This design comes from an exercise in tuning for small area and a short achievable clock period on the open sky130 flow, not from production work.
Function was checked by simulation only, so behaviour that the tests miss may differ from the original.
Power is estimated from default activity; no workload was simulated.

== green ==
// stereo_cap_top
module stereo_cap_top (
	input  logic                    clk_25_2m,
	input  logic                    reset,
	input  logic                    cam1_vsync,
	input  logic                    cam1_href,
	input  video_pkg::cam_byte_t    cam1_data,
	input  logic                    cam2_vsync,
	input  logic                    cam2_href,
	input  video_pkg::cam_byte_t    cam2_data,
	output logic                    hdmi_de,
	output logic                    hdmi_hs,
	output logic                    hdmi_vs,
	output video_pkg::pixel_t       hdmi_d
);
clock: 8.0 ns
lec_check: 0
cap_margin: 20
core_margin: 2
core_utilization: 55
cts_buf_list: sky130_fd_sc_hd__clkbuf_16
cts_cluster_diameter: 60
cts_cluster_size: 30
slew_margin: 20
standard.sh (not shown) runs the stock make flow with config.mk's settings and CLKGATE_MAP_FILE= SYNTH_SCRIPT=/design/flow/synth_recipe.tcl, a recipe that flattens the netlist after the stock synthesis.
==> flow/flow/run.sh <==
#!/bin/bash
set -euo pipefail
MARGIN=$(cat flow/margin.txt)
bash standard.sh \
	MATCH_CELL_FOOTPRINT=0 \
	SETUP_SLACK_MARGIN=$MARGIN \
	"BUFFER_PORTS_ARGS=-buffer_cell sky130_fd_sc_hd__buf_4" \
	finish > make_finish.log 2>&1
==> flow/flow/margin.txt <==
5.3
Modified inputs, purple compared to green
Settings: swapping 60 for 100 in CTS_CLUSTER_DIAMETER.
## What came out
purple went all the way through the flow, and no timing, DRC or antenna check failed. Number of multi-input logic gates: purple vs green identical. Share of total power in the clock network in purple is 10 points lower than in green. The final cell count reported for purple is smaller than that of green by 105. Combinational power of purple is on par with green. From green to purple the numbers moved as follows: sum of routed wire length over all layers moved down, number of gates resized after cts moved up, minimum setup slack in the final design moved down, critical path arrival level, total power consumption of the routed design moved down. From green to purple the numbers moved as follows: core utilization went down by 1.9 points; post-synthesis to final-layout area growth moved down.

* * *

Another version of the RTL of stereo_cap_top (not shown whole).
Size in the first run: about 2900 cells after synthesis, ~1600 flip-flops, roughly 49 I/O pins.
==> flow/config.mk <==
export PLATFORM = sky130hd
export DESIGN_NAME = stereo_cap_top
export DESIGN_NICKNAME = stereo_cap_top
export VERILOG_FILES = /design/flow/design.v
export SDC_FILE = /design/flow/constraint.sdc
export NUM_CORES = 4
export LEC_CHECK = 0
export CAP_MARGIN = 20
export CORE_MARGIN = 2
export CORE_UTILIZATION = 55
export CTS_BUF_LIST = sky130_fd_sc_hd__clkbuf_16
export CTS_CLUSTER_DIAMETER = 80
export CTS_CLUSTER_SIZE = 28
export SLEW_MARGIN = 20
==> flow/constraint.sdc <==
create_clock -name core_clock -period 8.0 [get_ports {clk_25_2m}]
set_input_delay 1.6000 -clock core_clock [delete_from_list [all_inputs] [get_ports {clk_25_2m}]]
set_output_delay 1.6000 -clock core_clock [all_outputs]
set_load 0.01 [all_outputs]
==> flow/flow/run.sh <==
#!/bin/bash
set -euo pipefail
MARGIN=$(cat flow/margin.txt)
EXTRA=()
if [[ -f flow/extra.txt ]]; then
	while IFS= read -r line; do
		[[ -n "$line" ]] && EXTRA+=("$line")
	done < flow/extra.txt
fi
bash standard.sh \
	MATCH_CELL_FOOTPRINT=0 \
	SETUP_SLACK_MARGIN=$MARGIN \
	"BUFFER_PORTS_ARGS=-buffer_cell sky130_fd_sc_hd__buf_4" \
	"${EXTRA[@]}" \
	finish > make_finish.log 2>&1
==> flow/flow/extra.txt <==
CTS_ARGS=-sink_clustering_enable -repair_clock_nets -sink_clustering_size 28 -sink_clustering_max_diameter 80 -buf_list sky130_fd_sc_hd__clkbuf_16 -dont_use_dummy_load -branching_point_buffers_distance 300
==> flow/flow/margin.txt <==
5.2
The baseline completed with no timing, DRC or antenna violations.
Change:
==> flow/flow/run.sh (replaced) <==
#!/bin/bash
set -euo pipefail
MARGIN=$(cat flow/margin.txt)
bash standard.sh \
	MATCH_CELL_FOOTPRINT=0 \
	SETUP_SLACK_MARGIN=$MARGIN \
	"BUFFER_PORTS_ARGS=-buffer_cell sky130_fd_sc_hd__buf_4" \
	finish > make_finish.log 2>&1
==> flow/flow/margin.txt (replaced) <==
5.3
- CTS_CLUSTER_DIAMETER: 80 -> 100
- CTS_CLUSTER_SIZE: 28 -> 25
removed: flow/flow/extra.txt
Final area rose by 1.6%.
Clock skew went down by 0.0098 ns.
Worst setup slack is better by 0.041 ns.
Change:
==> flow/flow/run.sh (replaced) <==
#!/bin/bash
set -euo pipefail
MARGIN=$(cat flow/margin.txt)
EXTRA=()
if [[ -f flow/extra.txt ]]; then
	while IFS= read -r line; do
		[[ -n "$line" ]] && EXTRA+=("$line")
	done < flow/extra.txt
fi
bash standard.sh \
	MATCH_CELL_FOOTPRINT=0 \
	SETUP_SLACK_MARGIN=$MARGIN \
	"BUFFER_PORTS_ARGS=-buffer_cell sky130_fd_sc_hd__buf_4" \
	"${EXTRA[@]}" \
	finish > make_finish.log 2>&1
==> flow/flow/extra.txt (new file) <==
CTS_ARGS=-sink_clustering_enable -repair_clock_nets -sink_clustering_size 28 -sink_clustering_max_diameter 80 -buf_list sky130_fd_sc_hd__clkbuf_16 -dont_use_dummy_load -branching_point_buffers_distance 1000
==> flow/flow/margin.txt (replaced) <==
5.2
- CTS_CLUSTER_DIAMETER: 100 -> 80
- CTS_CLUSTER_SIZE: 25 -> 28
What happened: The new run completed with no timing, DRC or antenna violations; total power fell slightly; area after synthesis stays the same; cell count fell slightly; wire length came out lower slightly; utilization is lower by 1.0 points; cell area is lower slightly; global-route usage is lower by 0.19 points; die area stays the same; worst hold slack gets better by 0.0092 ns.
Change:
==> flow/flow/run.sh (replaced) <==
#!/bin/bash
set -euo pipefail
MARGIN=$(cat flow/margin.txt)
bash standard.sh \
	MATCH_CELL_FOOTPRINT=0 \
	SETUP_SLACK_MARGIN=$MARGIN \
	"BUFFER_PORTS_ARGS=-buffer_cell sky130_fd_sc_hd__buf_4" \
	finish > make_finish.log 2>&1
==> flow/flow/margin.txt (replaced) <==
5.3
removed: flow/flow/extra.txt
After rerunning: The changed run finished clean; total power climbs by 1.9%; register-to-register slack is better by 0.06 ns; worst hold slack is worse by 0.019 ns; via count climbs by 0.67%; setup slack is better by 0.029 ns; sequential power barely changes; global-route usage drops by 0.20 points; final area climbs by 1.4%; clock skew drops by 0.0062 ns; first-iteration DRC count drops by 8.3%.
Change:
- CTS_CLUSTER_DIAMETER: 80 -> 100
- CTS_CLUSTER_SIZE: 28 -> 30
Result: The changed run passed the timing, design-rule and antenna checks. Setup slack loses 0.037 ns. Maximum frequency is lower by 1.3%. Power is lower by 2.4%.

-- separate check: timing with driven ports --
The flow's constraints put no driver on any port. The routed layouts listed below were extracted and timed again, unchanged, in two steps.
Step 1 (the two cells are an assumption about what drives the block):
set clk [get_ports {clk_25_2m}]
set_driving_cell -lib_cell sky130_fd_sc_hd__clkbuf_16 $clk
set_driving_cell -lib_cell sky130_fd_sc_hd__buf_2 [delete_from_list [all_inputs] $clk]
Step 2 adds t to the input delays and takes it off the output delays; t is the mean of the earliest and latest rising clock arrival at the registers after step 1. Input paths then give back, and output paths get back, about the clock's delay inside the block.
Slacks: ideal / step 1 / step 2; pairs: ideal / step 1.
| run | shift t [ns] | setup slack, ns | latest minus earliest clock arrival (ns) |
|---|---|---|---|
| green | 0.802 | 5.206 / 5.127 / 4.527 | 0.034 / 0.033 |
| purple | 0.796 | 5.199 / 5.123 / 4.549 | 0.021 / 0.020 |
| the first run of note 2 | 0.736 | 5.184 / 5.153 / 4.568 | 0.049 / 0.049 |
| the second run of note 2 | 0.753 | 5.225 / 5.152 / 4.637 | 0.033 / 0.034 |
| the third run of note 2 | 0.736 | 5.184 / 5.153 / 4.568 | 0.049 / 0.049 |
| the fourth run of note 2 | 0.756 | 5.213 / 5.136 / 4.634 | 0.042 / 0.042 |
| the fifth run of note 2 | 0.799 | 5.176 / 5.099 / 4.647 | 0.037 / 0.037 |
After both steps every run listed still meets setup and hold. For green, which loses most, drivers alone change the setup slack by -0.079 ns; drivers and shift together by -0.679 ns.
